This is an optimization exercise on Yosys and OpenROAD, whose aim is small area, a short achievable clock period and few clock cycles, not a production implementation. At most, simulation tests tie the RTL to the original design; equivalence was not proved. Only the layout flow was run in run 1; the RTL was not checked for function there. Power is estimated from default activity; no workload was simulated.

==> design/flow/design.v <==
package mult_div_unit_pkg;
  localparam int MD_DATA_W    = 32;
  localparam int MD_DIV_STEPS = 32;
  localparam logic [5:0] FUNCT_MFHI  = 6'h10;
  localparam logic [5:0] FUNCT_MTHI  = 6'h11;
  localparam logic [5:0] FUNCT_MFLO  = 6'h12;
  localparam logic [5:0] FUNCT_MTLO  = 6'h13;
  localparam logic [5:0] FUNCT_MULT  = 6'h18;
  localparam logic [5:0] FUNCT_MULTU = 6'h19;
  localparam logic [5:0] FUNCT_DIV   = 6'h1A;
  localparam logic [5:0] FUNCT_DIVU  = 6'h1B;
  typedef enum logic [2:0] {
    MD_IDLE = 3'd0,
    MD_MUL  = 3'd1,
    MD_NORM = 3'd2,
    MD_DIV  = 3'd3,
    MD_FIX  = 3'd4
  } md_state_e;
  function automatic logic md_is_long_op(input logic [5:0] funct);
    md_is_long_op = (funct[5:2] == 4'b0110);
  endfunction
  function automatic logic md_is_signed_op(input logic [5:0] funct);
    md_is_signed_op = (funct == FUNCT_MULT) || (funct == FUNCT_DIV);
  endfunction
endpackage
module mult_div_unit_lzc (
  input  logic [31:0] x,
  output logic [5:0]  n
);
  logic [15:0] v1;
  logic [15:0] c1;
  logic [7:0]  v2;
  logic [15:0] c2;
  logic [3:0]  v3;
  logic [11:0] c3;
  logic [1:0]  v4;
  logic [7:0]  c4;
  logic        v5;
  logic [4:0]  c5;
  always_comb begin
    for (int i = 0; i < 16; i++) begin
      v1[i] = x[2*i+1] | x[2*i];
      c1[i] = ~x[2*i+1];
    end
    for (int i = 0; i < 8; i++) begin
      v2[i]         = v1[2*i+1] | v1[2*i];
      c2[2*i +: 2]  = v1[2*i+1] ? {1'b0, c1[2*i+1]} : {1'b1, c1[2*i]};
    end
    for (int i = 0; i < 4; i++) begin
      v3[i]         = v2[2*i+1] | v2[2*i];
      c3[3*i +: 3]  = v2[2*i+1] ? {1'b0, c2[2*(2*i+1) +: 2]} : {1'b1, c2[2*(2*i) +: 2]};
    end
    for (int i = 0; i < 2; i++) begin
      v4[i]         = v3[2*i+1] | v3[2*i];
      c4[4*i +: 4]  = v3[2*i+1] ? {1'b0, c3[3*(2*i+1) +: 3]} : {1'b1, c3[3*(2*i) +: 3]};
    end
    v5 = v4[1] | v4[0];
    c5 = v4[1] ? {1'b0, c4[7:4]} : {1'b1, c4[3:0]};
    n  = v5 ? {1'b0, c5} : 6'd32;
  end
endmodule
module mult_div_unit_booth_dec (
  input  logic [2:0] w,
  output logic [2:0] sel
);
  always_comb begin
    sel[0] = w[0] ^ w[1];
    sel[1] = (w[2] & ~w[1] & ~w[0]) | (~w[2] & w[1] & w[0]);
    sel[2] = w[2] & ~(w[1] & w[0]);
  end
endmodule
module mult_div_unit_booth_row (
  input  logic [32:0] a,
  input  logic [2:0]  sel,
  output logic [34:0] pp
);
  logic [34:0] mag;
  always_comb begin
    mag = ({35{sel[0]}} & {{2{a[32]}}, a}) | ({35{sel[1]}} & {a[32], a, 1'b0});
    pp  = mag ^ {35{sel[2]}};
  end
endmodule
module mult_div_unit_add_bk #(parameter int W = 33) (
  input  logic [W-1:0] a,
  input  logic [W-1:0] b,
  input  logic         cin,
  output logic [W-1:0] s,
  output logic         cout
);
  localparam int L = $clog2(W+1);
  logic [W:0] g [L+1];
  logic [W:0] p [L+1];
  logic [W:0] gg, pp;
  always_comb begin
    g[0][0] = cin; p[0][0] = 1'b0;
    for (int i = 0; i < W; i++) begin
      g[0][i+1] = a[i] & b[i];
      p[0][i+1] = a[i] ^ b[i];
    end
    for (int l = 1; l <= L; l++) begin
      g[l] = g[l-1]; p[l] = p[l-1];
      for (int i = 0; i <= W; i++) begin
        if (((i + 1) % (1 << l)) == 0) begin
          g[l][i] = g[l-1][i] | (p[l-1][i] & g[l-1][i - (1 << (l-1))]);
          p[l][i] = p[l-1][i] & p[l-1][i - (1 << (l-1))];
        end
      end
    end
    gg = g[L]; pp = p[L];
    for (int l = L - 1; l >= 1; l--) begin
      for (int i = 0; i <= W; i++) begin
        if (((i + 1) % (1 << l)) == (1 << (l-1)) && i >= (1 << l)) begin
          gg[i] = gg[i] | (pp[i] & gg[i - (1 << (l-1))]);
          pp[i] = pp[i] & pp[i - (1 << (l-1))];
        end
      end
    end
    for (int i = 0; i < W; i++) s[i] = p[0][i+1] ^ gg[i];
    cout = gg[W];
  end
endmodule
module mult_div_unit #(
  parameter int DATA_W    = mult_div_unit_pkg::MD_DATA_W,
  parameter int DIV_STEPS = mult_div_unit_pkg::MD_DIV_STEPS
) (
  input  logic              clk,
  input  logic              rst,
  input  logic              flush,
  input  logic              en,
  input  logic [5:0]        funct,
  input  logic [DATA_W-1:0] operand_1,
  input  logic [DATA_W-1:0] operand_2,
  output logic              busy,
  output logic [DATA_W-1:0] hi,
  output logic [DATA_W-1:0] lo,
  output logic              done
);
  mult_div_unit_pkg::md_state_e state;
  logic        last_q;       
  logic [4:0]  cnt_q;        
  logic [5:0]  sel_q;        
  logic        neg_a_q;      
  logic        neg_b_q;
  logic        div_zero_q;
  logic        swap_q;       
  logic [5:0]  clz_a_q;      
  logic [5:0]  clz_b_q;
  logic        corr_a_q;
  logic        corr_b_q;
  logic [31:0] hi_q;
  logic [31:0] lo_q;
  logic [32:0] a_q;          
  logic [63:0] acc_q;        
  logic        start, is_mul, is_signed;
  logic [32:0] op1_x, op2_x;
  logic        op2_zero;
  logic [31:0] dsgn;
  logic [4:0]  k1, k2, k_init;
  logic [4:0]  win1, win2, win_init;
  logic [5:0]  sel_init;
  logic        swap;
  logic [32:0] mplier;
  logic [36:0] e_in;
  logic [31:0] y1, y2;
  logic [5:0]  clz_y1, clz_y2;
  logic        corr1, corr2;
  function automatic logic [9:0] md_chunks(input logic [32:0] x);
    logic [31:0] d;
    logic [8:1]  f;
    logic [36:0] e;
    logic [4:0]  k;
    logic [4:0]  w;
    d = x[31:0] ^ {32{x[32]}};
    for (int i = 1; i <= 8; i++) f[i] = (d >> (4*i-1)) == 32'd0;
    e = {{3{x[32]}}, x, 1'b0};
    k = 5'd8;
    w = e[36:32];
    for (int i = 8; i >= 1; i--) if (f[i]) k = 5'(i - 1);
    for (int j = 0; j < 8; j++) if (f[j+1] && (j == 0 || !f[j])) w = e[4*j +: 5];
    md_chunks = {k, w};
  endfunction
  always_comb begin
    start     = en && !flush && (state == mult_div_unit_pkg::MD_IDLE) && mult_div_unit_pkg::md_is_long_op(funct);
    is_mul    = !funct[1];
    is_signed = !funct[0];
    op1_x     = {is_signed & operand_1[31], operand_1};
    op2_x     = {is_signed & operand_2[31], operand_2};
    op2_zero  = (operand_2 == 32'd0);
    dsgn      = operand_2 ^ {32{op2_x[32]}};
    {k1, win1} = md_chunks(op1_x);
    {k2, win2} = md_chunks(op2_x);
    swap      = k1 < k2;
    k_init    = swap ? k1 : k2;
    win_init  = swap ? win1 : win2;
    mplier    = swap_q ? op1_x : op2_x;
    e_in      = {{3{mplier[32]}}, mplier, 1'b0};
    y1        = operand_1 ^ {32{op1_x[32]}};
    y2        = dsgn;
    corr1     = op1_x[32] && (((y1 >> 1) & ~y1) == 32'd0);
    corr2     = op2_x[32] && (((y2 >> 1) & ~y2) == 32'd0);
  end
  mult_div_unit_booth_dec u_dec_i0 (.w(win_init[2:0]), .sel(sel_init[2:0]));
  mult_div_unit_booth_dec u_dec_i1 (.w(win_init[4:2]), .sel(sel_init[5:3]));
  mult_div_unit_lzc u_lzc_1 (.x(y1), .n(clz_y1));
  mult_div_unit_lzc u_lzc_2 (.x(y2), .n(clz_y2));
  logic [34:0] pp0, pp1;
  logic [41:0] csa_x, csa_y, csa_z, csa_s, csa_c, u;
  logic [23:0] up_inc, up_dec, up_next;
  logic [63:0] acc_next;
  logic [4:0]  cnt_dec;
  logic [4:0]  win_next;
  logic [5:0]  sel_next;
  mult_div_unit_booth_row u_row0 (.a(a_q), .sel(sel_q[2:0]), .pp(pp0));
  mult_div_unit_booth_row u_row1 (.a(a_q), .sel(sel_q[5:3]), .pp(pp1));
  always_comb begin
    csa_x    = {2'b00, acc_q[35:0], 1'b0, sel_q[5], 1'b0, sel_q[2]};
    csa_y    = {{7{pp0[34]}}, pp0};
    csa_z    = {{5{pp1[34]}}, pp1, 2'b00};
    csa_s    = csa_x ^ csa_y ^ csa_z;
    csa_c    = {(csa_x[40:0] & csa_y[40:0]) | (csa_x[40:0] & csa_z[40:0]) | (csa_y[40:0] & csa_z[40:0]), 1'b0};
    u        = csa_s + csa_c;
    up_inc   = acc_q[59:36] + 24'd1;
    up_dec   = acc_q[59:36] - 24'd1;
    up_next  = u[41] ? up_dec : (u[40] ? up_inc : acc_q[59:36]);
    acc_next = {up_next, u[39:0]};
    cnt_dec  = cnt_q - 5'd1;
    win_next = 5'd0;
    for (int j = 0; j < 8; j++) if (cnt_dec[2:0] == 3'(j)) win_next = e_in[4*j +: 5];
  end
  mult_div_unit_booth_dec u_dec_n0 (.w(win_next[2:0]), .sel(sel_next[2:0]));
  mult_div_unit_booth_dec u_dec_n1 (.w(win_next[4:2]), .sel(sel_next[5:3]));
  logic [7:0]  shamt;
  logic [4:0]  sh;
  logic [31:0] a_neg, d_neg, a_abs, d_abs;
  logic [32:0] dsub;
  logic        qbit;
  logic [31:0] rem_next, quot_next;
  logic        need_fix;
  logic        a_neg_co, d_neg_co, dsub_co;
  mult_div_unit_add_bk #(32) u_neg_a (.a(~a_q[31:0]), .b(32'd0), .cin(1'b1), .s(a_neg), .cout(a_neg_co));
  mult_div_unit_add_bk #(32) u_neg_d (.a(~acc_q[63:32]), .b(32'd0), .cin(1'b1), .s(d_neg), .cout(d_neg_co));
  mult_div_unit_add_bk #(33) u_sub (.a({1'b0, a_q[31:0]}), .b({1'b1, ~acc_q[63:32]}), .cin(1'b1), .s(dsub), .cout(dsub_co));
  always_comb begin
    shamt     = {2'b00, clz_b_q} - {2'b00, clz_a_q} + {7'd0, corr_a_q} - {7'd0, corr_b_q};
    sh        = shamt[7] ? 5'd0 : shamt[4:0];
    a_abs     = neg_a_q ? a_neg : a_q[31:0];
    d_abs     = neg_b_q ? d_neg : acc_q[63:32];
    qbit      = !dsub[32];
    rem_next  = qbit ? dsub[31:0] : a_q[31:0];
    quot_next = {acc_q[30:0], qbit};
    need_fix  = neg_a_q || neg_b_q;
  end
  always_ff @(posedge clk) begin
    if (rst || flush) begin
      state  <= mult_div_unit_pkg::MD_IDLE;
      last_q <= 1'b0;
    end else begin
      case (state)
        mult_div_unit_pkg::MD_IDLE: begin
          if (start) begin
            last_q <= is_mul ? (k_init == 5'd0) : op2_zero;
            state  <= is_mul ? mult_div_unit_pkg::MD_MUL : mult_div_unit_pkg::MD_NORM;
          end
        end
        mult_div_unit_pkg::MD_MUL: begin
          last_q <= (cnt_q == 5'd1);
          if (last_q) state <= mult_div_unit_pkg::MD_IDLE;
        end
        mult_div_unit_pkg::MD_NORM: begin
          last_q <= (sh == 5'd0) && !need_fix && !div_zero_q;
          state  <= div_zero_q ? mult_div_unit_pkg::MD_IDLE : mult_div_unit_pkg::MD_DIV;
        end
        mult_div_unit_pkg::MD_DIV: begin
          last_q <= ((cnt_q == 5'd1) && !need_fix) || ((cnt_q == 5'd0) && need_fix);
          if (cnt_q == 5'd0) state <= last_q ? mult_div_unit_pkg::MD_IDLE : mult_div_unit_pkg::MD_FIX;
        end
        mult_div_unit_pkg::MD_FIX: begin
          last_q <= 1'b0;
          state  <= mult_div_unit_pkg::MD_IDLE;
        end
        default: state <= mult_div_unit_pkg::MD_IDLE;
      endcase
    end
  end
  always_ff @(posedge clk) begin
    case (state)
      mult_div_unit_pkg::MD_IDLE: begin
        a_q        <= (is_mul && swap) ? op2_x : op1_x;
        swap_q     <= swap;
        acc_q      <= {is_mul ? 32'd0 : operand_2, 32'd0};
        cnt_q      <= k_init;
        sel_q      <= sel_init;
        neg_a_q    <= op1_x[32];
        neg_b_q    <= op2_x[32];
        div_zero_q <= op2_zero;
        clz_a_q    <= clz_y1;
        clz_b_q    <= clz_y2;
        corr_a_q   <= corr1;
        corr_b_q   <= corr2;
      end
      mult_div_unit_pkg::MD_MUL: begin
        acc_q <= acc_next;
        cnt_q <= cnt_dec;
        sel_q <= sel_next;
      end
      mult_div_unit_pkg::MD_NORM: begin
        a_q          <= {1'b0, a_abs};
        acc_q[63:32] <= d_abs << sh;
        cnt_q        <= sh;
      end
      mult_div_unit_pkg::MD_DIV: begin
        a_q   <= {1'b0, rem_next};
        acc_q <= {(cnt_q == 5'd0) ? quot_next : {1'b0, acc_q[63:33]}, quot_next};
        cnt_q <= cnt_dec;
      end
      default: ;
    endcase
  end
  always_ff @(posedge clk) begin
    if (rst) begin
      hi_q <= '0;
      lo_q <= '0;
    end else if (!flush) begin
      case (state)
        mult_div_unit_pkg::MD_IDLE: begin
          if (en && (funct == mult_div_unit_pkg::FUNCT_MTHI)) hi_q <= operand_1;
          if (en && (funct == mult_div_unit_pkg::FUNCT_MTLO)) lo_q <= operand_1;
        end
        mult_div_unit_pkg::MD_MUL: begin
          if (last_q) begin
            hi_q <= acc_next[63:32];
            lo_q <= acc_next[31:0];
          end
        end
        mult_div_unit_pkg::MD_DIV: begin
          if (last_q) begin
            hi_q <= rem_next;
            lo_q <= quot_next;
          end
        end
        mult_div_unit_pkg::MD_FIX: begin
          hi_q <= neg_a_q ? a_neg : a_q[31:0];
          lo_q <= (neg_a_q ^ neg_b_q) ? d_neg : acc_q[63:32];
        end
        default: ;
      endcase
    end
  end
  assign busy = mult_div_unit_pkg::md_is_long_op(funct) && !last_q;
  assign done = last_q && !flush;
  assign hi   = hi_q;
  assign lo   = lo_q;
endmodule
==> design/flow/flow/run.sh <==
#!/bin/bash
# Standard synthesis, then the standard layout with faster port buffers and a tighter
# timing-repair target aimed at the worst paths.
set -euo pipefail
bash standard.sh synth > synth.log 2>&1
bash standard.sh SETUP_SLACK_MARGIN=5.4 TNS_END_PERCENT=10 "BUFFER_PORTS_ARGS=-buffer_cell sky130_fd_sc_hd__buf_2" finish > layout.log 2>&1
==> design/flow/standard.sh <==
#!/bin/bash
# synth_recipe.tcl (not shown) runs the flow's synth.tcl, then flattens the netlist and writes it again
# the make line also repeats each setting of config.mk as NAME=value (left out here)
make -C /OpenROAD-flow-scripts/flow DESIGN_CONFIG=/design/flow/config.mk WORK_HOME=/design/flow/orfs CLKGATE_MAP_FILE= SYNTH_SCRIPT=/design/flow/synth_recipe.tcl "${@:-finish}"
==> design/flow/config.mk <==
export PLATFORM = sky130hd
export DESIGN_NAME = mult_div_unit
export DESIGN_NICKNAME = mult_div_unit
export VERILOG_FILES = /design/flow/design.v
export SDC_FILE = /design/flow/constraint.sdc
export NUM_CORES = 4
export LEC_CHECK = 0
export CAP_MARGIN = 20
export CORE_MARGIN = 2
export CORE_UTILIZATION = 40
export SLEW_MARGIN = 20
==> design/flow/constraint.sdc <==
create_clock -name core_clock -period 10.0 [get_ports {clk}]
set_input_delay 2.0000 -clock core_clock [delete_from_list [all_inputs] [get_ports {clk}]]
set_output_delay 2.0000 -clock core_clock [all_outputs]
set_load 0.01 [all_outputs]
==> results of run 1 <==
## critical path, delay by kind of cell
family / cells / cell delay [ns]
buf+inv: 5 / 0.97
fa+ha+maj: 1 / 0.29
simple gates: 3 / 0.65
mux: 1 / 0.26
compound gates: 5 / 1.18
## cell type report
class / count / area (um2) / share of cell area [%]
well taps: 837 / 1050 / 3.44
repair buffers: 383 / 3090 / 10.1
clock buffers: 21 / 470 / 1.54
diodes: 9 / 22.5 / 0.0739
flip-flops and latches: 194 / 5150 / 16.9
inverters: 133 / 529 / 1.74
clock inverters: 11 / 93.8 / 0.308
multi-input cells: 2678 / 20100 / 65.9
## stage by stage
step / hold slack (ns) / util (%) / cell area (um2)
2_1_floorplan: 0.467 / - / 25100
3_3_place_gp: 0.439 / 42.5 / 26300
3_5_place_dp: 0.444 / 42.5 / 26300
4_1_cts: 0.453 / 47.0 / 29100
5_1_grt: 0.497 / 49.2 / 30400
6_report: 0.455 / 49.3 / 30500
## state kept, by name (all words and copies together), names as in the netlist, 3 cells and up
| register | cells |
|---|---|
| clz_b_q | 6 |
| clz_a_q | 6 |
| lo_q | 32 |
| acc_q | 64 |
| hi_q | 32 |
| state | 3 |
| cnt_q | 5 |
| sel_q | 6 |
| a_q | 33 |
## power groups by stage
stage,registers [mW],logic [mW],clock network [mW]
3_5_place_dp,1.01,3.88,0
4_1_cts,0.973,4.67,0.747
3_3_place_gp,1.01,3.89,0
5_1_grt,0.977,5.64,0.770
6_report,0.976,5.33,0.746
2_1_floorplan,0.940,2.94,0
## layout by cell type (no fill, tap or decap), drive strengths merged, types with 12 or more instances in the layout
cell      n
clkbuf   26
ha      134
and2     23
a21o     37
edfxtp  126
o221ai   31
nand2   365
o211ai   52
o21ai   198
a211oi   50
xnor2   157
o311ai   12
nor2b    35
inv     131
or3      22
xor2     21
dfxtp    68
or2      15
a221oi   52
nand3    93
nor3     88
a22oi    76
a31oi    39
buf     372
o21bai   15
a21oi   223
a311oi   26
o21a     14
mux2i   114
mux4     20
fa       55
nor2    364
and3     19
nand2b   34
nor4     25
o22ai    31
nand4    37
mux2     24
o31ai    19
## how the worst max path moves through the flow
stage / slack (ns) / to / startpoint
2_1_floorplan: 4.70 / sel_q[0]$_DFFE_PP_ / operand_2[30]
3_3_place_gp: 3.15 / a_q[31]$_DFFE_PP_ / funct[0]
4_1_cts: 5.09 / acc_q[63]$_DFFE_PP_ / sel_q[0]$_DFFE_PP_
3_5_place_dp: 3.10 / a_q[26]$_DFFE_PP_ / funct[0]
6_report: 4.87 / a_q[10]$_DFFE_PP_ / operand_2[14]
5_1_grt: 4.86 / acc_q[63]$_DFFE_PP_ / sel_q[1]$_DFFE_PP_
## cell families (layout without fill, tap and decap cells)
group                      Yosys count  after routing  share of synthesized area (%)
other                                0              9                              0
adders and majority gates          189            189                           11.1
DFF                                194            194                           20.5
buffers and inverters              432            548                           6.62
xor gates and xnor gates           177            179                           6.27
AOI/OAI and AO/OA                  990            990                           26.8
muxes                              158            158                           7.44
and+or+nand+nor                   1161           1162                           21.2
## what timing repair did
item                                    CTS  global route
gates resized for setup                 264           140
pin swaps                                67            75
setup buffers                            93            72
gates cloned                             10             6
endpoints found under the setup margin  117           117
## layer usage
layer	global-route usage, %	vias to the layer above	part of all wire, %
met5	0	-	0.060
li1	-	12400	-
met1	53.5	14000	37
met4	29.2	8	8.8
met3	12.5	577	13
met2	59.9	2267	41
==> metrics.yaml, run 1 <==
timing:
  hold_violations: 0
  setup_violations: 0
  timing.setup.tns_ns: 0
  rsz0062_at_grt: "true"
  worst_pin_slew_ns: 1.32
  worst_slack_ns: 4.87
  fmax_mhz: 195
  min_period_over_period_pct: 51.3
  max_slew_margin_pct: 11.1
  maxSlewViolCount: 0
  min_period_ns: 5.13
  finClkSkew_ns: 0.0164
worst_hold_path:
  hold_class: "flop to flop"
  worstHoldStart: "lo_q[14]$_SDFFE_PP0P_"
  holdPathEnd: "lo_q[14]$_SDFFE_PP0P_"
  hold_path_depth: 2
global_route:
  grt_pass1_wl_um: 193000
  grt_overflow_total: 0
  first_global_vias: 26300
  grt_start_max_net_pins: 69
  antenna_found_initial: 7
  grt_usage_pct: 41.8
drt:
  postRouteAntennaNets: 0
  via_per_inst: 6.85
  drt_wl_total_um: 139000
  wl_per_cell_um: 32.5
  drt-initial-drc-count: 4264
  vias: 29200
  remaining_drc_errors: 0
  firstDrtPassIters: 6
final_layout:
  fin_nets: 3670
  fillers: 6119
  area_growth_pct: 21.5
  layout.cells.non_filler: 4266
  layout-drive-gt1-share_pct: 22.4
yosys:
  synth.avg_cell_area_um2: 7.59
  synth_edf_count: 126
  syn-cell-area_um2: 25100
  yosys.cell_count.top_type: "nand2_1"
  synth.area.top_cells: "edfxtp_1 (15%), ha_1 (6.7%), nand2_1 (5.5%)"
  ys.warnings.count: 12
  syn-num-nets: 3564
  synth_top_area_share_pct: 15.1
  netlist_instances: 3301
  synth_flop_cell: "edfxtp_1"
  ys_types: 104
  yosys-top-cells-count: "nand2_1 (364), nor2_1 (362), clkbuf_1 (256), a21oi_1 (222), o21ai_0 (192)"
  synthArstFlopShare_pct: 0
  yosys.area.top_type: "edfxtp_1"
  ys_seq_elements: 194
  ys_seq_area_share_pct: 20.5
worst_setup_path:
  critPathSlowestCell: "o32a_4"
  start_kind: "primary input"
  regToRegEndpoint: "hi_q[15]$_SDFFE_PP0P_"
  worstSetupEndpointType: "flop"
  r2r-start: "sel_q[0]$_DFFE_PP_"
  ff2ff_path_depth: 18
  worstPathRequired_ns: 10.25
  arrival_ns: 5.38
  crit_fanout: 14
  crit_chain: "buf_2 > inv_1 > nor3_2 > a22oi_1 > o311ai_2 > ha_1 > nand2_1 > a31oi_1 > o32a_4 > nor2_4 > buf_6 > buf_12 > buf_16 > mux2i_1 > o221ai_1"
  critPathKind: "primary input to flop"
  critPathMaxStageDelay_ns: 0.42
  r2r_slack_ns: 4.90
power:
  combinationalPowerShare_pct: 75.6
  leakagePower_nw: 11.9
  power.net_switching_mw: 3.55
  power.density_nw_per_um2: 232
  power_frac_clock_pct: 10.6
  finalPower_mw: 7.05
  pwr-share-seq_pct: 13.8
  swShare_pct: 50.4
  ir_drop_mv: 0.173
  internal-power_mw: 3.50
run:
  maxCapViolCount: 0
status:
  status: "complete, no violations"
cts:
  cts_sinks: 194
  cts_tree: "yes"
  cts_max_level: 4
  clkTransAtPathRegs_ns: 0.09
  cts-buffers-inserted: 17
  clk_latency_ns: 0.54
  clockBufferDepth: 2
  hold_buffers: 0
  root_buffer: "clkbuf_16"
floorplanning:
  coreArea_um2: 61800
  rows: 91
  initial_core_util_pct: 40.5
  die_area_um2: 64700
  die_w_um: 254
  io_pins: 140
  die_y_um: 254
place:
  io_buffers: 139
  dp_cells: 4044
  gp_congestion: 1.06
  dp_hpwl_um: 97100
  dp_slack_ns: 3.10
==> run 2, diff against run 1 <==
--- a/design/flow/design.v
+++ b/design/flow/design.v
@@ -156,6 +156,5 @@
   logic        op2_zero;
-  logic [31:0] dsgn;
   logic [4:0]  k1, k2, k_init;
   logic [4:0]  win1, win2, win_init;
-  logic [5:0]  sel_init;
+  logic [8:1]  f1, f2;
   logic        swap;
@@ -163,2 +162,3 @@
   logic [36:0] e_in;
+  logic [5:0]  sel_init;
   logic [31:0] y1, y2;
@@ -166,3 +166,3 @@
   logic        corr1, corr2;
-  function automatic logic [9:0] md_chunks(input logic [32:0] x);
+  function automatic logic [17:0] md_chunks(input logic [32:0] x);
     logic [31:0] d;
@@ -179,3 +179,3 @@
     for (int j = 0; j < 8; j++) if (f[j+1] && (j == 0 || !f[j])) w = e[4*j +: 5];
-    md_chunks = {k, w};
+    md_chunks = {f, k, w};
   endfunction
@@ -188,6 +188,5 @@
     op2_zero  = (operand_2 == 32'd0);
-    dsgn      = operand_2 ^ {32{op2_x[32]}};
-    {k1, win1} = md_chunks(op1_x);
-    {k2, win2} = md_chunks(op2_x);
-    swap      = k1 < k2;
+    {f1, k1, win1} = md_chunks(op1_x);
+    {f2, k2, win2} = md_chunks(op2_x);
+    swap      = is_mul && ((f1[3] && !f2[3]) || (f1[5] && !f2[5]));
     k_init    = swap ? k1 : k2;
@@ -197,3 +196,3 @@
     y1        = operand_1 ^ {32{op1_x[32]}};
-    y2        = dsgn;
+    y2        = operand_2 ^ {32{op2_x[32]}};
     corr1     = op1_x[32] && (((y1 >> 1) & ~y1) == 32'd0);
@@ -287,3 +286,3 @@
       mult_div_unit_pkg::MD_IDLE: begin
-        a_q        <= (is_mul && swap) ? op2_x : op1_x;
+        a_q        <= swap ? op2_x : op1_x;
         swap_q     <= swap;
==> run 2 against run 1 <==
Effect of this change: setup slack improved by 0.21 ns; highest routed layer unchanged; sequential cell count unchanged; largest cell class unchanged; clock power about the same.
==> metrics.yaml, run 2 <==
drt:
  via_per_inst: 6.83
  remaining_drc_errors: 0
  drt-initial-drc-count: 4352
  drt_wl_total_um: 133000
  vias: 29000
  firstDrtPassIters: 7
  wl_per_cell_um: 31.2
  postRouteAntennaNets: 0
yosys:
  yosys-top-cells-count: "nand2_1 (366), nor2_1 (309), clkbuf_1 (258), a21oi_1 (247), o21ai_0 (194)"
  synth_top_area_share_pct: 15.1
  synth.area.top_cells: "edfxtp_1 (15%), ha_1 (6.5%), nand2_1 (5.5%)"
  ys_seq_elements: 194
  yosys.cell_count.top_type: "nand2_1"
  ys_types: 91
  netlist_instances: 3314
  ys_seq_area_share_pct: 20.5
  synthArstFlopShare_pct: 0
  yosys.area.top_type: "edfxtp_1"
  synth_flop_cell: "edfxtp_1"
  syn-num-nets: 3574
  syn-cell-area_um2: 25100
  ys.warnings.count: 12
  synth_edf_count: 126
  synth.avg_cell_area_um2: 7.58
floorplanning:
  coreArea_um2: 61900
  die_area_um2: 64900
  rows: 91
  die_y_um: 255
  die_w_um: 255
  io_pins: 140
  initial_core_util_pct: 40.6
final_layout:
  final_common_cell: "nand2_1"
  fillers: 6185
  layout_common_cells: "nand2_1 (358), nor2_1 (296), a21oi_1 (228)"
  area_growth_pct: 19.3
  largest_reg_flops: 64
  layout-drive-gt1-share_pct: 20.5
  top_register: "acc_q"
  top_regs: "acc_q (64), a_q (33)"
  fin_nets: 3659
worst_hold_path:
  hold_class: "flop to flop"
timing:
  max_slew_margin_pct: 25.0
  min_period_ns: 4.93
  finClkSkew_ns: 0.0301
  holdWs_ns: 0.456
  maxSlewViolCount: 0
  worst_pin_slew_ns: 1.11
  min_period_over_period_pct: 49.3
  timing.setup.tns_ns: 0
  fmax_mhz: 203
  rsz0062_at_grt: "true"
  setup_violations: 0
  hold_violations: 0
cts:
  clk_latency_ns: 0.54
  cts-buffers-inserted: 17
  cts_max_level: 4
  clockBufferDepth: 2
  cts_tree: "yes"
  cts_sinks: 194
  clkTransAtPathRegs_ns: 0.08
  root_buffer: "clkbuf_16"
worst_setup_path:
  crit_end: "acc_q[50]$_DFFE_PP_"
  ff2ff_path_depth: 17
  cp-startpoint: "sel_q[1]$_DFFE_PP_"
  critPathKind: "flop to flop"
  arrival_ns: 5.16
  regToRegEndpoint: "acc_q[50]$_DFFE_PP_"
  r2r_slack_ns: 5.07
  crit_fanout: 30
  r2r-start: "sel_q[1]$_DFFE_PP_"
  worstPathRequired_ns: 10.23
  start_kind: "flop"
  worstSetupEndpointType: "flop"
global_route:
  grt_start_max_net_pins: 59
  first_global_vias: 25700
  grt_usage_pct: 39.4
  grt_pass1_wl_um: 184000
  antenna_found_initial: 9
  grt_overflow_total: 0
place:
  io_buffers: 139
  gp_congestion: 1.13
  dp_hpwl_um: 96300
power:
  leakagePower_nw: 11.4
  power.density_nw_per_um2: 180
  ir_drop_mv: 0.119
run:
  maxCapViolCount: 0
status:
  status: "complete, no violations"
==> run 2: cell types whose count changed after synthesis, moves of 13 or more <==
cell,delta
a221oi_1,-13
nor2_1,-53
and3_1,+25
nand3_1,-28
a21oi_1,+25
==> run 2: worst max-delay path, cell delays in order (launching register included) <==
cell and delay [ns]:
edfxtp_1 0.39, buf_6 0.17, clkbuf_16 0.18, a22oi_2 0.16
xnor2_1 0.15, fa_1 0.48, ha_4 0.32, o211ai_1 0.10
o211ai_1 0.32, a21oi_2 0.17, o211ai_1 0.56, o2111a_2 0.36
nor2_2 0.07, buf_12 0.18, nor4_1 0.27, a41oi_1 0.10
xnor2_1 0.46, o221ai_1 0.19
==> run 2: worst min-delay path by stage <==
| stage | startpoint | endpoint | slack [ns] | cells after the start |
|---|---|---|---|---|
| 2_1_floorplan | lo_q[29]$_SDFFE_PP0P_ | lo_q[29]$_SDFFE_PP0P_ | 0.48 | 2 |
| 3_3_place_gp | lo_q[29]$_SDFFE_PP0P_ | lo_q[29]$_SDFFE_PP0P_ | 0.45 | 2 |
| 3_5_place_dp | lo_q[29]$_SDFFE_PP0P_ | lo_q[29]$_SDFFE_PP0P_ | 0.44 | 2 |
| 4_1_cts | lo_q[29]$_SDFFE_PP0P_ | lo_q[29]$_SDFFE_PP0P_ | 0.46 | 2 |
| 5_1_grt | lo_q[29]$_SDFFE_PP0P_ | lo_q[29]$_SDFFE_PP0P_ | 0.50 | 2 |
| 6_report | lo_q[29]$_SDFFE_PP0P_ | lo_q[29]$_SDFFE_PP0P_ | 0.46 | 2 |
==> run 2: logic make-up after synthesis <==
group	synth area share [%]
fa+ha+maj	10.9
simple gates	21.1
mux	6.72
flops	20.5
compound gates	28.4
buf+inv	6.75
xor+xnor	5.70
==> run 2: final cells by class <==
type / count / area (um2) / area share (%)
antenna: 4 / 10.0 / 0.0334
clock buffer: 19 / 443 / 1.48
timing repair inverter: 3 / 22.5 / 0.0751
timing repair buffer: 367 / 2830 / 9.45
inverter: 141 / 567 / 1.89
clock inverter: 13 / 143 / 0.476
multi-input combinational: 2675 / 19800 / 65.9
tap: 837 / 1050 / 3.49
sequential: 194 / 5150 / 17.2
==> run 2: stage by stage <==
stage / instance area [um2] / power, mW / worst slack [ns] / instances / util, %
finish: 30000 / 5.40 / 5.07 / 4253 / 48.4
floorplan: 25300 / 2.87 / 5.25 / 3314 / -
detailed placement: 26400 / 3.70 / 3.46 / 4055 / 42.6
global route: 30000 / 5.60 / 5.03 / 4250 / 48.4
global placement: 26400 / 3.72 / 3.55 / 4055 / 42.6
CTS: 28500 / 4.86 / 5.16 / 4169 / 46.1
==> run 2: what timing repair did <==
action	CTS	global route
hold buffers	0	0
pin swaps	27	41
endpoints found under the setup margin	115	106
gates cloned	7	4
gates resized for setup	181	146
buffers inserted	75	76
endpoints found under the hold margin	0	0
==> run 2: power by group <==
| part | switching (mW) | total (mW) | internal [mW] | leakage (nW) |
|---|---|---|---|---|
| registers | 0.0539 | 0.933 | 0.879 | 1.99 |
| logic | 2.20 | 3.71 | 1.51 | 9.16 |
| clock network | 0.408 | 0.748 | 0.340 | 0.288 |
==> run 2: per-layer routing <==
| metal | part of all wire [%] | GRT usage, % | vias to the layer above |
|---|---|---|---|
| met5 | 0.13 | 1.43 | - |
| met1 | 37 | 51.0 | 13800 |
| li1 | - | - | 12500 |
| met2 | 39 | 54.1 | 2290 |
| met3 | 15 | 14.0 | 499 |
| met4 | 8.6 | 27.3 | 10 |
Testbench counts of run 2, summed over its fixed seeds: cycles 31,046.
==> run 3, diff against run 2 <==
--- a/design/flow/config.mk
+++ b/design/flow/config.mk
@@ -9,3 +9,3 @@
 export CORE_MARGIN = 2
-export CORE_UTILIZATION = 40
+export CORE_UTILIZATION = 50
 export SLEW_MARGIN = 20
==> run 3 against run 2 <==
Effect of this change: worst hold slack better by 0.0046 ns; setup slack worse by 0.070 ns; combinational power up 5%; cell area down 0.61%; clock power up 3.3%; synthesized area unchanged; synthesized cell count unchanged; sequential power about the same; core utilization up 11 points; count of clock-buffer cells in the layout up 1; maximum frequency down 1.4%; critical path type unchanged; largest cell class unchanged.
==> metrics.yaml, run 3 <==
status:
  status: "complete, no violations"
final_layout:
  multi_input_area_um2: 19800
  fin_nets: 3641
  layout-drive-gt1-share_pct: 19.9
  seq_area_um2: 5140
  layout_common_cells: "nand2_1 (361), nor2_1 (297), a21oi_1 (221)"
  final_common_cell: "nand2_1"
  fillers: 4554
  area_growth_pct: 18.6
  top_regs: "acc_q (64), a_q (33)"
  layout.cells.non_filler: 4069
  top_register: "acc_q"
  largest_reg_flops: 64
drt:
  via_per_inst: 7.47
  drt-initial-drc-count: 5871
  vias: 30400
  firstDrtPassIters: 13
  wl_per_cell_um: 34.3
  drt_wl_total_um: 140000
  remaining_drc_errors: 0
  postRouteAntennaNets: 0
power:
  combinationalPowerShare_pct: 69.5
  power.density_nw_per_um2: 188
  power_frac_clock_pct: 13.8
  finalPower_mw: 5.59
  swShare_pct: 50.8
  power.net_switching_mw: 2.84
  leakagePower_nw: 11.5
  pwr-share-seq_pct: 16.7
  ir_drop_mv: 0.219
  internal-power_mw: 2.75
global_route:
  antenna_found_initial: 9
  grt_pass1_wl_um: 195000
  first_global_vias: 27400
  grt_usage_pct: 51.2
  grt_overflow_total: 0
  grt_start_max_net_pins: 61
yosys:
  ys_types: 91
  yosys-top-cells-count: "nand2_1 (366), nor2_1 (309), clkbuf_1 (258), a21oi_1 (247), o21ai_0 (194)"
  synth.avg_cell_area_um2: 7.58
  synth_top_area_share_pct: 15.1
  synth_edf_count: 126
  synthArstFlopShare_pct: 0
  ys_seq_area_share_pct: 20.5
  syn-num-nets: 3574
  syn-cell-area_um2: 25100
  ys_seq_elements: 194
  synth_flop_cell: "edfxtp_1"
  yosys.area.top_type: "edfxtp_1"
  synth.area.top_cells: "edfxtp_1 (15%), ha_1 (6.5%), nand2_1 (5.5%)"
  yosys.cell_count.top_type: "nand2_1"
  netlist_instances: 3314
  ys.warnings.count: 12
timing:
  worst_pin_slew_ns: 1.20
  holdWs_ns: 0.461
  min_period_over_period_pct: 49.9
  setup_violations: 0
  worst_slack_ns: 5.01
  timing.setup.tns_ns: 0
  max_slew_margin_pct: 19.2
  finClkSkew_ns: 0.0205
  maxSlewViolCount: 0
  rsz0062_at_grt: "true"
  hold_violations: 0
  fmax_mhz: 200
  min_period_ns: 4.99
floorplanning:
  initial_core_util_pct: 50.4
  rows: 82
  coreArea_um2: 49900
  die_area_um2: 52100
  io_pins: 140
  die_y_um: 228
  die_w_um: 228
place:
  dp_slack_ns: 3.52
  io_buffers: 139
  dp_cells: 3886
  dp_hpwl_um: 98500
  gp_congestion: 1.07
cts:
  cts_sinks: 194
  hold_buffers: 0
  clk_latency_ns: 0.53
  clockBufferDepth: 2
  cts_max_level: 4
  root_buffer: "clkbuf_16"
  clkTransAtPathRegs_ns: 0.09
  cts-buffers-inserted: 17
  cts_tree: "yes"
worst_setup_path:
  worstPathRequired_ns: 10.26
  start_kind: "flop"
  crit_fanout: 13
  worstSetupEndpointType: "flop"
  critPathMaxStageDelay_ns: 0.85
  critPathSlowestCell: "a221oi_1"
  arrival_ns: 5.26
  critPathKind: "flop to flop"
  cpMostUsedCell: "inv_1"
  crit_chain: "inv_1 > ha_1 > inv_1 > fa_2 > a21o_1 > a21oi_2 > xnor2_2 > inv_1 > ha_4 > nor2_2 > nor3_2 > o211a_1 > o21ai_0 > buf_4 > nand2_1 > nor2_1 > a221oi_1 > nand2_1"
  cp_num_buf_inv: 4
  critPathTopFamily: "compound AO/OA/AOI/OAI gates"
worst_hold_path:
  hold_class: "flop to flop"
run:
  maxCapViolCount: 0
-- run 3: repair_timing --
action	in CTS	in global routing
setup endpoints to repair	124	121
setup buffers	83	44
resized for setup	252	91
pin swaps	47	36
gates cloned	13	5
endpoints found under the hold margin	0	0
-- run 3: routing by layer --
layer	track usage, %	part of all wire (%)	up-vias
met5	0	0.22	-
met4	36.7	10	18
met3	23.5	16	851
met2	70.8	39	2888
met1	62.4	35	14200
li1	-	-	12400
-- run 3: path summary, 6_finish.rpt --
kind	startpoint	endpoint	slack [ns]	cells past startpoint
worst max-delay path	clz_b_q[0]$_SDFFCE_PP0P_	acc_q[39]$_DFFE_PP_	5.01	18
worst max register to register	clz_b_q[0]$_SDFFCE_PP0P_	acc_q[39]$_DFFE_PP_	5.01	18
worst min-delay path	lo_q[29]$_SDFFE_PP0P_	lo_q[29]$_SDFFE_PP0P_	0.46	2
worst min register to register	lo_q[29]$_SDFFE_PP0P_	lo_q[29]$_SDFFE_PP0P_	0.46	2
-- run 3: layout make-up --
| cell class | count | share of cell area (%) |
|---|---|---|
| tap | 672 | 2.82 |
| multi-input combinational | 2676 | 66.4 |
| sequential | 194 | 17.3 |
| antenna | 3 | 0.0252 |
| timing repair buffer | 348 | 9.48 |
| clock inverter | 12 | 0.453 |
| inverter | 141 | 1.94 |
| timing repair inverter | 3 | 0.0756 |
| clock buffer | 20 | 1.57 |
-- run 3: logic make-up after synthesis --
kind of cell             synth area share (%)
XOR/XNOR                                 5.70
adder cells (fa/ha/maj)                  10.9
flip-flops                               20.5
multiplexers                             6.72
buffers and inverters                    6.75
AND/OR/NAND/NOR                          21.1
AO/OA/AOI/OAI                            28.4
-- run 3: power by group through the flow --
stage               Combinational [mW]  Clock, mW  Sequential [mW]
finish                            3.89      0.773            0.932
detailed placement                2.77          0            0.965
CTS                               3.45      0.761            0.931
floorplan                         1.96          0            0.917
global route                      4.01      0.787            0.932
global placement                  2.74          0            0.963
-- run 3: tightest hold or removal path, delay by kind of cell (launching register included) --
kind	cells	cell delay, ns
AO/OA/AOI/OAI	1	0.05
AND/OR/NAND/NOR	1	0.05
flip-flops	1	0.32
-- run 3: per-stage QoR --
| step | cell area (um2) | utilization [%] |
|---|---|---|
| 2_1_floorplan | 25300 | - |
| 3_3_place_gp | 26100 | 52.4 |
| 3_5_place_dp | 26100 | 52.4 |
| 4_1_cts | 28900 | 57.9 |
| 5_1_grt | 29800 | 59.8 |
| 6_report | 29800 | 59.8 |
==> run 4, diff against run 3 <==
--- a/design/flow/design.v
+++ b/design/flow/design.v
@@ -305,7 +305,8 @@
       mult_div_unit_pkg::MD_NORM: begin
-        a_q          <= {1'b0, a_abs};
-        acc_q[63:32] <= d_abs << sh;
-        cnt_q        <= sh;
+        a_q   <= {1'b0, a_abs};
+        acc_q <= {d_abs << sh, 32'd0};
+        cnt_q <= sh;
+        sel_q <= sel_next;
       end
-      mult_div_unit_pkg::MD_DIV: begin
+      default: begin
         a_q   <= {1'b0, rem_next};
@@ -313,4 +314,4 @@
         cnt_q <= cnt_dec;
+        sel_q <= sel_next;
       end
-      default: ;
     endcase
--- a/design/flow/config.mk
+++ b/design/flow/config.mk
@@ -9,3 +9,3 @@
 export CORE_MARGIN = 2
-export CORE_UTILIZATION = 50
+export CORE_UTILIZATION = 40
 export SLEW_MARGIN = 20
==> run 4 against run 3 <==
Effect of this change: clock skew grew 0.0021 ns; non-clock buffer count shrank 51; critical path type unchanged; highest routed layer unchanged; sequential share of layout area is 2.2 points lower.
==> metrics.yaml, run 4 <==
status:
  status: "complete, no violations"
place:
  io_buffers: 139
  dp_cells: 4229
  gp_congestion: 1.03
  dp_hpwl_um: 92500
worst_setup_path:
  ff2ff_path_depth: 18
  arrival_ns: 5.36
  regToRegEndpoint: "acc_q[48]$_DFF_P_"
  r2r-start: "sel_q[0]$_DFF_P_"
  critPathKind: "flop to flop"
  start_kind: "flop"
  crit_fanout: 5
  r2r_slack_ns: 4.99
  worstSetupEndpointType: "flop"
  worstPathRequired_ns: 10.35
power:
  ir_drop_mv: 0.0888
  power.density_nw_per_um2: 159
  leakagePower_nw: 11.4
final_layout:
  final_common_cell: "nand2_1"
  fin_nets: 3773
  layout-drive-gt1-share_pct: 17.7
  top_regs: "acc_q (64), a_q (33)"
  area_growth_pct: 16.7
  layout.cells.non_filler: 4384
  largest_reg_flops: 64
  layout_common_cells: "nand2_1 (404), nor2_1 (309), a21oi_1 (263)"
  top_register: "acc_q"
floorplanning:
  die_w_um: 256
  coreArea_um2: 62900
  initial_core_util_pct: 40.4
  die_y_um: 256
  die_area_um2: 65500
  rows: 92
  io_pins: 140
yosys:
  ys.warnings.count: 12
  synth_top_area_share_pct: 11.3
  synth_top_family_by_area: "compound AO/OA/AOI/OAI gates"
  synthXorXnorAreaFrac_pct: 5.99
  yosys-top-cells-count: "nand2_1 (406), nor2_1 (317), a21oi_1 (280), clkbuf_1 (270), o21ai_0 (265)"
  synth_flop_cell: "dfxtp_1"
  synth_adder_area_share_pct: 10.8
  yosys.area.top_type: "dfxtp_1"
  netlist_instances: 3518
  ys_seq_elements: 194
  syn-num-nets: 3777
  synth_edf_count: 51
  synth_compound_area_share_pct: 29.1
  synth.avg_cell_area_um2: 7.21
  yosys.cell_count.top_type: "nand2_1"
  synth_mux_area_share_pct: 7.98
  ys_types: 87
  synthArstFlopShare_pct: 0
  synth.area.top_cells: "dfxtp_1 (11%), ha_1 (6.4%), edfxtp_1 (6.0%)"
  ys_seq_area_share_pct: 17.3
  synth_simple_gate_area_share_pct: 21.9
  syn-cell-area_um2: 25400
timing:
  min_period_ns: 5.01
  min_period_over_period_pct: 50.1
  fmax_mhz: 200
  max_slew_margin_pct: 23.5
  hold_violations: 0
  setup_violations: 0
  finClkSkew_ns: 0.0225
  worst_pin_slew_ns: 1.14
  rsz0062_at_grt: "true"
  maxSlewViolCount: 0
  timing.setup.tns_ns: 0
drt:
  firstDrtPassIters: 9
  via_per_inst: 6.79
  remaining_drc_errors: 0
  vias: 29800
  wl_per_cell_um: 30.3
  postRouteAntennaNets: 0
  drt-initial-drc-count: 4684
  drt_wl_total_um: 133000
cts:
  clk_latency_ns: 0.53
  cts_tree: "yes"
  cts-buffers-inserted: 17
  cts_sinks: 194
  root_buffer: "clkbuf_16"
  cts_max_level: 4
  clockBufferDepth: 2
  hold_buffers: 0
  clkTransAtPathRegs_ns: 0.08
worst_hold_path:
  worstHoldStart: "lo_q[2]$_SDFFE_PP0P_"
  holdPathEnd: "lo_q[2]$_SDFFE_PP0P_"
  hold_class: "flop to flop"
  hold_path_depth: 2
global_route:
  antenna_found_initial: 15
  grt_usage_pct: 38.1
  grt_start_max_net_pins: 86
  grt_pass1_wl_um: 184000
  grt_overflow_total: 0
  first_global_vias: 26300
run:
  maxCapViolCount: 0
run 4: cell count changes after synthesis, moves of 13 or more:
cell / change
nand3_1: +39
mux2i_1: +20
dfxtp_1: +75
a32oi_1: +13
and3_1: -20
edfxtp_1: -75
nand2_1: +40
a21o_1: +17
a211oi_1: +22
a21oi_1: +33
o22ai_1: -14
o221ai_1: -31
o21ai_0: +71
or3_1: +14
run 4: per-layer routing:
layer / up-vias / track usage, % / routed length (um)
li1: 12900 / - / -
met1: 14100 / 48.8 / 49800
met2: 2267 / 53.6 / 52600
met3: 497 / 14.2 / 19300
met4: 16 / 24.3 / 10900
met5: - / 0 / 127
run 4: cells by family after synthesis:
group / count (synthesis)
simple gates: 1197
fa+ha+maj: 185
flops: 194
compound gates: 1132
buf+inv: 465
xor+xnor: 172
mux: 173
run 4: timing repair:
item,4_1_cts,5_1_grt
endpoints found under the setup margin,115,109
buffers inserted,56,37
gates resized for setup,149,143
hold endpoints to repair,0,0
cloned,8,11
pin swaps,30,47
run 4: per-stage QoR:
step | instance area [um2] | total power, mW | utilization (%) | setup WS (ns) | hold slack (ns)
finish | 29600 | 4.70 | 47.1 | 4.99 | 0.459
global route | 29600 | 4.88 | 47.1 | 4.90 | 0.497
CTS | 28400 | 4.26 | 45.1 | 5.11 | 0.461
detailed placement | 26400 | 3.26 | 42.1 | 3.71 | 0.450
global placement | 26400 | 3.26 | 42.1 | 3.77 | 0.443
floorplan | 25500 | 2.63 | - | 5.37 | 0.466
run 4: worst max-delay path by stage:
| stage | startpoint | end | slack (ns) | depth (start not counted) |
|---|---|---|---|---|
| after detailed placement | funct[0] | sel_q[3]$_DFF_P_ | 3.71 | 15 |
| after CTS | sel_q[3]$_DFF_P_ | hi_q[17]$_SDFFE_PP0P_ | 5.11 | 17 |
| after global placement | funct[0] | sel_q[3]$_DFF_P_ | 3.77 | 15 |
| after floorplan | funct[0] | sel_q[3]$_DFF_P_ | 5.37 | 14 |
| final | sel_q[0]$_DFF_P_ | acc_q[48]$_DFF_P_ | 4.99 | 18 |
| after global routing | sel_q[0]$_DFF_P_ | acc_q[49]$_DFF_P_ | 4.90 | 17 |
run 4: layout make-up:
cell class | count | area [um2]
clock inverters | 10 | 109
repair buffers | 297 | 2440
inverters | 143 | 583
clock buffers | 22 | 497
well taps | 846 | 1060
fillers | 6387 | 33200
flip-flops and latches | 194 | 4450
multi-input cells | 2861 | 20400
diodes | 11 | 27.5
run 4: critical path, cell delays in order (launching register included):
cell	delay [ns]
dfxtp_4	0.47
buf_12	0.17
a22oi_2	0.10
xnor2_2	0.17
fa_1	0.57
ha_4	0.23
a21o_1	0.18
a21o_4	0.23
o31a_1	0.33
a221oi_4	0.42
nor4_2	0.06
or3_4	0.43
o21ai_4	0.25
xor2_4	0.27
buf_12	0.16
buf_12	0.11
a21oi_1	0.04
nor2_1	0.35
o311ai_0	0.27
run 4: power breakdown:
part / internal, mW / switching, mW / leakage [nW]
Clock: 0.387 / 0.394 / 0.302
Sequential: 0.833 / 0.0626 / 1.74
Combinational: 1.20 / 1.82 / 9.34
Total: 2.42 / 2.28 / 11.4
Testbench counts of run 4, summed over its fixed seeds: cycles 31,046.
==> run 5, diff against run 4 <==
--- a/design/flow/design.v
+++ b/design/flow/design.v
@@ -305,8 +305,7 @@
       mult_div_unit_pkg::MD_NORM: begin
-        a_q   <= {1'b0, a_abs};
-        acc_q <= {d_abs << sh, 32'd0};
-        cnt_q <= sh;
-        sel_q <= sel_next;
+        a_q          <= {1'b0, a_abs};
+        acc_q[63:32] <= d_abs << sh;
+        cnt_q        <= sh;
       end
-      default: begin
+      mult_div_unit_pkg::MD_DIV: begin
         a_q   <= {1'b0, rem_next};
@@ -314,4 +313,4 @@
         cnt_q <= cnt_dec;
-        sel_q <= sel_next;
       end
+      default: ;
     endcase
==> design/flow/flow/run.sh (replaced) <==
#!/bin/bash
# Standard synthesis, then the standard layout with faster port buffers and a tighter
# timing-repair target aimed at the worst paths.
set -euo pipefail
bash standard.sh synth > synth.log 2>&1
bash standard.sh SETUP_SLACK_MARGIN=5.5 TNS_END_PERCENT=5 "BUFFER_PORTS_ARGS=-buffer_cell sky130_fd_sc_hd__buf_2" finish > layout.log 2>&1
==> run 5 against run 4 <==
Effect of this change: clock power is 3.5% lower; clock skew is 0.0033 ns higher; critical path depth is 1 higher; setup slack better by 0.022 ns; count of clock-buffer cells in the layout is 3 lower; sequential share of layout area is 1.8 points higher; core utilization is 2.2 points higher; total power is 20% higher; sequential cell count stayed put; highest routed layer unchanged; critical path type unchanged; synthesized cell count is 5.8% lower.
==> metrics.yaml, run 5 <==
status:
  status: "complete, no violations"
yosys:
  synth_flop_cell: "edfxtp_1"
  ys_types: 91
  yosys.cell_count.top_type: "nand2_1"
  yosys.area.top_type: "edfxtp_1"
  syn-cell-area_um2: 25100
  synth_top_area_share_pct: 15.1
  ys.warnings.count: 12
  syn-num-nets: 3574
  synth.avg_cell_area_um2: 7.58
  synth.area.top_cells: "edfxtp_1 (15%), ha_1 (6.5%), nand2_1 (5.5%)"
  netlist_instances: 3314
  ys_seq_elements: 194
  synth_edf_count: 126
  ys_seq_area_share_pct: 20.5
  synthArstFlopShare_pct: 0
  yosys-top-cells-count: "nand2_1 (366), nor2_1 (309), clkbuf_1 (258), a21oi_1 (247), o21ai_0 (194)"
final_layout:
  top_regs: "acc_q (64), a_q (33)"
  design_area_um2: 30500
  final_util_pct: 49.3
  layout_common_cells: "nand2_1 (356), nor2_1 (296), a21oi_1 (219)"
  fillers: 6158
  seq_area_um2: 5140
  largest_reg_flops: 64
  fin_nets: 3686
  final_common_cell: "nand2_1"
  top_register: "acc_q"
  area_growth_pct: 21.5
  layout-drive-gt1-share_pct: 21.7
  multi_input_area_um2: 19900
timing:
  max_slew_margin_pct: 20.1
  min_period_over_period_pct: 49.8
  worst_pin_slew_ns: 1.20
  hold_violations: 0
  worst_slack_ns: 5.02
  min_period_ns: 4.98
  fmax_mhz: 201
  timing.setup.tns_ns: 0
  finClkSkew_ns: 0.0258
  rsz0062_at_grt: "true"
  setup_violations: 0
  maxSlewViolCount: 0
drt:
  drt-initial-drc-count: 4695
  remaining_drc_errors: 0
  vias: 29400
  firstDrtPassIters: 6
  via_per_inst: 6.88
  drt_wl_total_um: 138000
  postRouteAntennaNets: 0
  wl_per_cell_um: 32.2
floorplanning:
  io_pins: 140
  die_y_um: 255
  die_area_um2: 64900
  coreArea_um2: 61900
  die_w_um: 255
  initial_core_util_pct: 40.6
  rows: 91
worst_setup_path:
  cpMostUsedCell: "buf_4"
  critPathKind: "flop to flop"
  start_kind: "flop"
  crit_chain: "buf_6 > bufbuf_16 > a22oi_1 > xnor2_1 > fa_1 > ha_2 > nand3_1 > nor2_2 > nand4_1 > o211ai_1 > buf_4 > o221ai_2 > or2_4 > buf_4 > nor4b_4 > buf_4 > a31oi_1 > mux2i_2 > nand3b_1"
  regToRegEndpoint: "acc_q[51]$_DFFE_PP_"
  worstPathRequired_ns: 10.25
  crit_fanout: 9
  arrival_ns: 5.24
  critPathMaxStageDelay_ns: 0.45
  ff2ff_path_depth: 19
  r2r_slack_ns: 5.02
  critPathSlowestCell: "fa_1"
  r2r-start: "sel_q[0]$_DFFE_PP_"
  worstSetupEndpointType: "flop"
cts:
  cts-buffers-inserted: 17
  hold_buffers: 0
  clkTransAtPathRegs_ns: 0.09
  root_buffer: "clkbuf_16"
  clockBufferDepth: 2
  cts_sinks: 194
  cts_max_level: 4
  cts_tree: "yes"
  clk_latency_ns: 0.54
power:
  internal-power_mw: 2.83
  combinationalPowerShare_pct: 70.1
  swShare_pct: 49.6
  power.net_switching_mw: 2.79
  pwr-share-seq_pct: 16.4
  power.density_nw_per_um2: 184
  ir_drop_mv: 0.119
  leakagePower_nw: 11.7
  power_frac_clock_pct: 13.4
place:
  placed_area_um2: 26400
  dp_hpwl_um: 97700
  dp_slack_ns: 3.48
  io_buffers: 139
  gp_congestion: 1.13
global_route:
  antenna_found_initial: 5
  first_global_vias: 26300
  grt_start_max_net_pins: 56
  grt_overflow_total: 0
  grt_usage_pct: 41.2
  grt_pass1_wl_um: 192000
worst_hold_path:
  worstHoldStart: "lo_q[9]$_SDFFE_PP0P_"
  hold_path_depth: 2
  hold_class: "flop to flop"
  holdPathEnd: "lo_q[9]$_SDFFE_PP0P_"
run:
  maxCapViolCount: 0
-- run 5: cell types whose count changed after synthesis, sizes merged, moves of 13 or more --
cell / change
a211oi: -24
a21o: -17
a21oi: -32
a32oi: -13
and3: +20
dfxtp: -75
edfxtp: +75
mux2i: -20
nand2: -40
nand3: -39
o21ai: -71
o221ai: +31
or3: -15
-- run 5: layout make-up --
type / count / share of cell area [%]
antenna: 2 / 0.0164
clock buffer: 19 / 1.45
clock inverter: 13 / 0.487
inverter: 141 / 1.93
multi-input combinational: 2676 / 65.2
sequential: 194 / 16.8
tap: 837 / 3.43
timing repair buffer: 392 / 10.6
timing repair inverter: 4 / 0.102
-- run 5: power by group through the flow --
stage | Clock [mW] | Combinational (mW) | Sequential (mW)
6_report | 0.754 | 3.94 | 0.923
5_1_grt | 0.778 | 4.11 | 0.924
4_1_cts | 0.754 | 3.46 | 0.923
3_5_place_dp | 0 | 2.79 | 0.958
3_3_place_gp | 0 | 2.82 | 0.958
2_1_floorplan | 0 | 1.96 | 0.917
-- run 5: critical path, delay by kind of cell, from the launching register on --
kind            cells  cell delay [ns]
buf+inv             5             0.98
fa+ha+maj           2             0.90
mux                 1             0.23
flops               1             0.39
xor+xnor            1             0.16
compound gates      4             0.67
simple gates        6             1.36
-- run 5: what timing repair did --
item                                   4_1_cts  5_1_grt
setup endpoints to repair                  121      114
gates resized for setup                    224      140
gates cloned                                14        5
pin swaps                                   48       47
endpoints found under the hold margin        0        0
setup buffers                              115       54
-- run 5: metrics by stage --
step | total power, mW | std cells | hold WS (ns)
floorplan | 2.87 | 3314 | 0.476
global placement | 3.78 | 4056 | 0.479
detailed placement | 3.75 | 4056 | 0.477
CTS | 5.13 | 4217 | 0.491
global route | 5.81 | 4277 | 0.528
finish | 5.62 | 4278 | 0.493
-- run 5: how the worst max path moves through the flow --
stage	start	to
2_1_floorplan	operand_1[24]	sel_q[5]$_DFFE_PP_
3_3_place_gp	funct[0]	sel_q[0]$_DFFE_PP_
3_5_place_dp	funct[0]	sel_q[5]$_DFFE_PP_
5_1_grt	sel_q[0]$_DFFE_PP_	acc_q[63]$_DFFE_PP_
6_report	sel_q[0]$_DFFE_PP_	acc_q[51]$_DFFE_PP_
4_1_cts	acc_q[42]$_DFFE_PP_	hi_q[16]$_SDFFE_PP0P_
-- run 5: kinds of logic (layout without fill, tap and decap cells) --
kind of cell | count (synthesis) | after routing | synth area share (%)
AND/OR/NAND/NOR | 1125 | 1126 | 21.1
AO/OA/AOI/OAI | 1056 | 1056 | 28.4
buffers and inverters | 445 | 569 | 6.75
flip-flops | 194 | 194 | 20.5
adder cells (fa/ha/maj) | 186 | 186 | 10.9
XOR/XNOR | 162 | 162 | 5.70
multiplexers | 146 | 146 | 6.72
other | 0 | 2 | 0
-- run 5: layer usage --
| layer | share of wire (%) | GRT usage, % | vias to the layer above |
|---|---|---|---|
| met5 | 0.030 | 0 | - |
| met4 | 8.4 | 29.2 | 6 |
| met3 | 14 | 14.4 | 474 |
| met2 | 39 | 56.0 | 2286 |
| met1 | 38 | 53.9 | 14100 |
| li1 | - | - | 12500 |
Testbench counts of run 5, summed over its fixed seeds: cycles 31,046.
==> run 6, diff against run 5 <==
--- a/design/flow/design.v
+++ b/design/flow/design.v
@@ -141,4 +141,2 @@
   logic [5:0]  sel_q;        
-  logic        neg_a_q;      
-  logic        neg_b_q;
   logic        div_zero_q;
@@ -244,4 +242,4 @@
     sh        = shamt[7] ? 5'd0 : shamt[4:0];
-    a_abs     = neg_a_q ? a_neg : a_q[31:0];
-    d_abs     = neg_b_q ? d_neg : acc_q[63:32];
+    a_abs     = op1_x[32] ? a_neg : a_q[31:0];
+    d_abs     = op2_x[32] ? d_neg : acc_q[63:32];
     qbit      = !dsub[32];
@@ -249,3 +247,3 @@
     quot_next = {acc_q[30:0], qbit};
-    need_fix  = neg_a_q || neg_b_q;
+    need_fix  = op1_x[32] || op2_x[32];
   end
@@ -291,4 +289,2 @@
         sel_q      <= sel_init;
-        neg_a_q    <= op1_x[32];
-        neg_b_q    <= op2_x[32];
         div_zero_q <= op2_zero;
@@ -300,2 +296,3 @@
       mult_div_unit_pkg::MD_MUL: begin
+        a_q   <= swap_q ? op2_x : op1_x;
         acc_q <= acc_next;
@@ -305,7 +302,8 @@
       mult_div_unit_pkg::MD_NORM: begin
-        a_q          <= {1'b0, a_abs};
-        acc_q[63:32] <= d_abs << sh;
-        cnt_q        <= sh;
+        a_q   <= {1'b0, a_abs};
+        acc_q <= {d_abs << sh, 32'd0};
+        cnt_q <= sh;
+        sel_q <= sel_next;
       end
-      mult_div_unit_pkg::MD_DIV: begin
+      default: begin
         a_q   <= {1'b0, rem_next};
@@ -313,4 +311,4 @@
         cnt_q <= cnt_dec;
+        sel_q <= sel_next;
       end
-      default: ;
     endcase
@@ -340,4 +338,4 @@
         mult_div_unit_pkg::MD_FIX: begin
-          hi_q <= neg_a_q ? a_neg : a_q[31:0];
-          lo_q <= (neg_a_q ^ neg_b_q) ? d_neg : acc_q[63:32];
+          hi_q <= op1_x[32] ? a_neg : a_q[31:0];
+          lo_q <= (op1_x[32] ^ op2_x[32]) ? d_neg : acc_q[63:32];
         end
==> design/flow/flow/run.sh (replaced) <==
#!/bin/bash
# Standard synthesis, then the standard layout with faster port buffers and a tighter
# timing-repair target aimed at the worst paths.
set -euo pipefail
bash standard.sh synth > synth.log 2>&1
bash standard.sh SETUP_SLACK_MARGIN=5.4 TNS_END_PERCENT=10 "BUFFER_PORTS_ARGS=-buffer_cell sky130_fd_sc_hd__buf_2" finish > layout.log 2>&1
==> run 6 against run 5 <==
Effect of this change: still clean; sequential power down 3.5%; sequential cell count decreased by 2; die area increased by 0.38%; cell count up 3.7%; via count rose by 2.9%; count of clock-buffer cells in the layout up 2; critical endpoint is now lo_q[30]$_SDFFE_PP0P_.
==> metrics.yaml, run 6 <==
timing:
  finClkSkew_ns: 0.0184
  fmax_mhz: 209
  maxSlewViolCount: 0
  min_period_ns: 4.79
  holdWs_ns: 0.497
  setup_violations: 0
  rsz0062_at_grt: "true"
  timing.setup.tns_ns: 0
  max_slew_margin_pct: 19.5
  hold_violations: 0
  min_period_over_period_pct: 47.9
  worst_pin_slew_ns: 1.20
yosys:
  netlist_instances: 3600
  synth.avg_cell_area_um2: 7.01
  yosys-top-cells-count: "nand2_1 (427), nor2_1 (342), o21ai_0 (342), clkbuf_1 (263), a21oi_1 (252)"
  syn-num-nets: 3859
  yosys.area.top_type: "dfxtp_1"
  synth_flop_cell: "dfxtp_1"
  synth_edf_count: 16
  ys_seq_elements: 192
  yosys.cell_count.top_type: "nand2_1"
  syn-cell-area_um2: 25200
  ys_seq_area_share_pct: 15.9
  ys.warnings.count: 12
  synth.area.top_cells: "dfxtp_1 (14%), o21ai_0 (6.8%), ha_1 (6.4%)"
  synthArstFlopShare_pct: 0
  synth_top_area_share_pct: 14.0
  ys_types: 98
global_route:
  grt_start_max_net_pins: 92
  grt_overflow_total: 0
  first_global_vias: 26500
  grt_pass1_wl_um: 187000
  antenna_found_initial: 5
  grt_usage_pct: 39.4
floorplanning:
  die_area_um2: 65100
  io_pins: 140
  coreArea_um2: 62700
  rows: 92
  die_w_um: 255
  die_y_um: 255
  initial_core_util_pct: 40.2
power:
  internal-power_mw: 2.47
  power_frac_clock_pct: 14.6
  combinationalPowerShare_pct: 67.9
  power.net_switching_mw: 2.63
  leakagePower_nw: 11.1
  swShare_pct: 51.5
  ir_drop_mv: 0.112
  finalPower_mw: 5.10
  power.density_nw_per_um2: 174
  pwr-share-seq_pct: 17.5
cts:
  cts_tree: "yes"
  clk_latency_ns: 0.54
  cts_sinks: 192
  clkTransAtPathRegs_ns: 0.08
  cts-buffers-inserted: 17
  cts_max_level: 4
  clockBufferDepth: 2
  root_buffer: "clkbuf_16"
final_layout:
  top_register: "acc_q"
  final_common_cell: "nand2_1"
  largest_reg_flops: 64
  top_regs: "acc_q (64), a_q (33)"
  area_growth_pct: 16.3
  layout_common_cells: "nand2_1 (422), nor2_1 (333), o21ai_0 (306)"
  layout-drive-gt1-share_pct: 17.0
  fin_nets: 3834
  final_util_pct: 46.8
worst_hold_path:
  worstHoldStart: "lo_q[2]$_SDFFE_PP0P_"
  hold_class: "flop to flop"
  hold_path_depth: 2
  holdPathEnd: "lo_q[2]$_SDFFE_PP0P_"
worst_setup_path:
  crit_fanout: 31
  cp_num_buf_inv: 4
  worstSetupEndpointType: "flop"
  worstPathRequired_ns: 10.37
  critPathKind: "primary input to flop"
  crit_chain: "buf_4 > nor2b_4 > buf_4 > clkinvlp_4 > buf_4 > ha_4 > nor2b_1 > xnor2_1 > o21ai_0 > o21ai_0 > a311oi_1"
  r2r-start: "acc_q[34]$_DFF_P_"
  r2r_slack_ns: 5.28
  ff2ff_path_depth: 20
  critPathMaxStageDelay_ns: 0.68
  regToRegEndpoint: "hi_q[25]$_SDFFE_PP0P_"
  cpMostUsedCell: "buf_4"
  critPathTopFamily: "compound AO/OA/AOI/OAI gates"
  arrival_ns: 5.16
  start_kind: "primary input"
  critPathSlowestCell: "o21ai_0"
drt:
  firstDrtPassIters: 11
  drt_wl_total_um: 136000
  via_per_inst: 6.83
  drt-initial-drc-count: 4996
  postRouteAntennaNets: 0
  vias: 30300
  wl_per_cell_um: 30.6
  remaining_drc_errors: 0
place:
  io_buffers: 139
  gp_congestion: 1.05
  dp_hpwl_um: 95600
status:
  status: "complete, no violations"
run:
  maxCapViolCount: 0
-- run 6: cell count changes after synthesis, sizes merged, moves of 29 or more --
| cell | change |
|---|---|
| a311oi | +29 |
| o21ai | +147 |
| dfxtp | +108 |
| nor2 | +32 |
| nand2 | +62 |
| edfxtp | -110 |
-- run 6: what timing repair did --
item                       4_1_cts  5_1_grt
resized for setup              200      162
hold buffers                     0        0
pin swaps                       18       68
setup endpoints to repair      152      104
cloned                           9       13
buffers inserted                31       44
-- run 6: through the flow --
stage | cells | setup WS [ns] | area (um2)
2_1_floorplan | 3600 | 5.37 | 25300
3_3_place_gp | 4304 | 3.48 | 26200
3_5_place_dp | 4304 | 3.46 | 26200
4_1_cts | 4376 | 5.25 | 28000
5_1_grt | 4434 | 5.15 | 29300
6_report | 4435 | 5.21 | 29300
-- run 6: layout make-up --
class	count	area, um2
well taps	846	1060
clock inverters	11	93.8
flip-flops and latches	192	4100
repair buffers	277	2420
clock buffers	21	470
fillers	6364	33400
inverters	142	554
diodes	1	2.50
multi-input cells	2945	20600
-- run 6: layer usage --
| metal | part of all wire, % | vias to the layer above | track usage (%) |
|---|---|---|---|
| met2 | 40 | 2332 | 56.7 |
| met4 | 8.4 | 2 | 26.4 |
| met1 | 38 | 14300 | 51.4 |
| met3 | 14 | 546 | 10.4 |
| met5 | 0.010 | - | 0 |
| li1 | - | 13100 | - |
-- run 6: how the worst max path moves through the flow --
| stage | end | slack (ns) | depth (start not counted) | from |
|---|---|---|---|---|
| floorplan | sel_q[1]$_DFF_P_ | 5.37 | 10 | operand_2[31] |
| global placement | last_q$_SDFFE_PP0P_ | 3.48 | 14 | operand_2[31] |
| detailed placement | last_q$_SDFFE_PP0P_ | 3.46 | 14 | operand_2[31] |
| CTS | busy | 5.25 | 5 | funct[2] |
| global route | acc_q[41]$_DFF_P_ | 5.15 | 21 | clz_a_q[1]$_SDFFCE_PP0P_ |
| finish | lo_q[30]$_SDFFE_PP0P_ | 5.21 | 11 | operand_1[31] |
-- run 6: worst reg2reg max path, delay by kind of cell (launching register included) --
| family | cells | cell delay (ns) |
|---|---|---|
| adders and majority gates | 2 | 0.68 |
| DFF | 1 | 0.54 |
| AOI/OAI and AO/OA | 13 | 2.28 |
| buffers and inverters | 3 | 0.53 |
| and+or+nand+nor | 1 | 0.30 |
| muxes | 1 | 0.25 |
-- run 6: logic make-up (layout without fill, tap and decap cells) --
logic type | Yosys count | after routing | share of synthesized area (%)
DFF | 192 | 192 | 15.9
buffers and inverters | 465 | 451 | 7.04
xor gates and xnor gates | 179 | 180 | 6.30
adders and majority gates | 185 | 185 | 10.8
other | 0 | 1 | 0
and+or+nand+nor | 1216 | 1217 | 22.4
AOI/OAI and AO/OA | 1214 | 1214 | 31.3
muxes | 149 | 149 | 6.29
-- run 6: power by group through the flow --
stage | combinational, mW | sequential [mW] | clock (mW)
finish | 3.46 | 0.891 | 0.745
global route | 3.64 | 0.890 | 0.760
CTS | 2.94 | 0.875 | 0.736
detailed placement | 2.75 | 0.885 | 0
global placement | 2.75 | 0.886 | 0
floorplan | 2.00 | 0.842 | 0
Testbench counts of run 6, summed over its fixed seeds: cycles 31,046.

what the ideal ports hide:
No port has a modelled driver above. Below, the same layouts with a new extraction and two added sets of constraints. Step 1 (the two cells are an assumption about what drives the block):
set clk [get_ports {clk}]
set_driving_cell -lib_cell sky130_fd_sc_hd__clkbuf_16 $clk
set_driving_cell -lib_cell sky130_fd_sc_hd__buf_2 [delete_from_list [all_inputs] $clk]
Step 2 moves the port delays by t, midway between the first and last clock arrival at a register: inputs arrive t later, outputs are due t later. That takes back most of the time a late clock gives input paths. Slacks: ideal / step 1 / step 2; pairs: ideal / step 1.
run	shift t [ns]	setup WS [ns]	clock arrival spread, ns	worst register clock-pin slew, ns
run 1	0.599	4.868 / 4.902 / 4.312	0.016 / 0.017	0.09 / 0.09
run 2	0.591	5.075 / 5.075 / 4.655	0.030 / 0.030	0.11 / 0.11
run 3	0.587	5.005 / 5.005 / 4.571	0.021 / 0.021	0.09 / 0.09
run 4	0.595	4.993 / 4.993 / 4.684	0.022 / 0.022	0.09 / 0.09
run 5	0.597	5.015 / 5.015 / 4.817	0.026 / 0.026	0.09 / 0.09
run 6	0.589	5.213 / 5.234 / 4.658	0.018 / 0.018	0.09 / 0.09
After both steps every run listed still meets setup and hold. For run 1, which loses most, drivers alone change the setup slack by +0.034 ns; drivers and shift together by -0.556 ns.
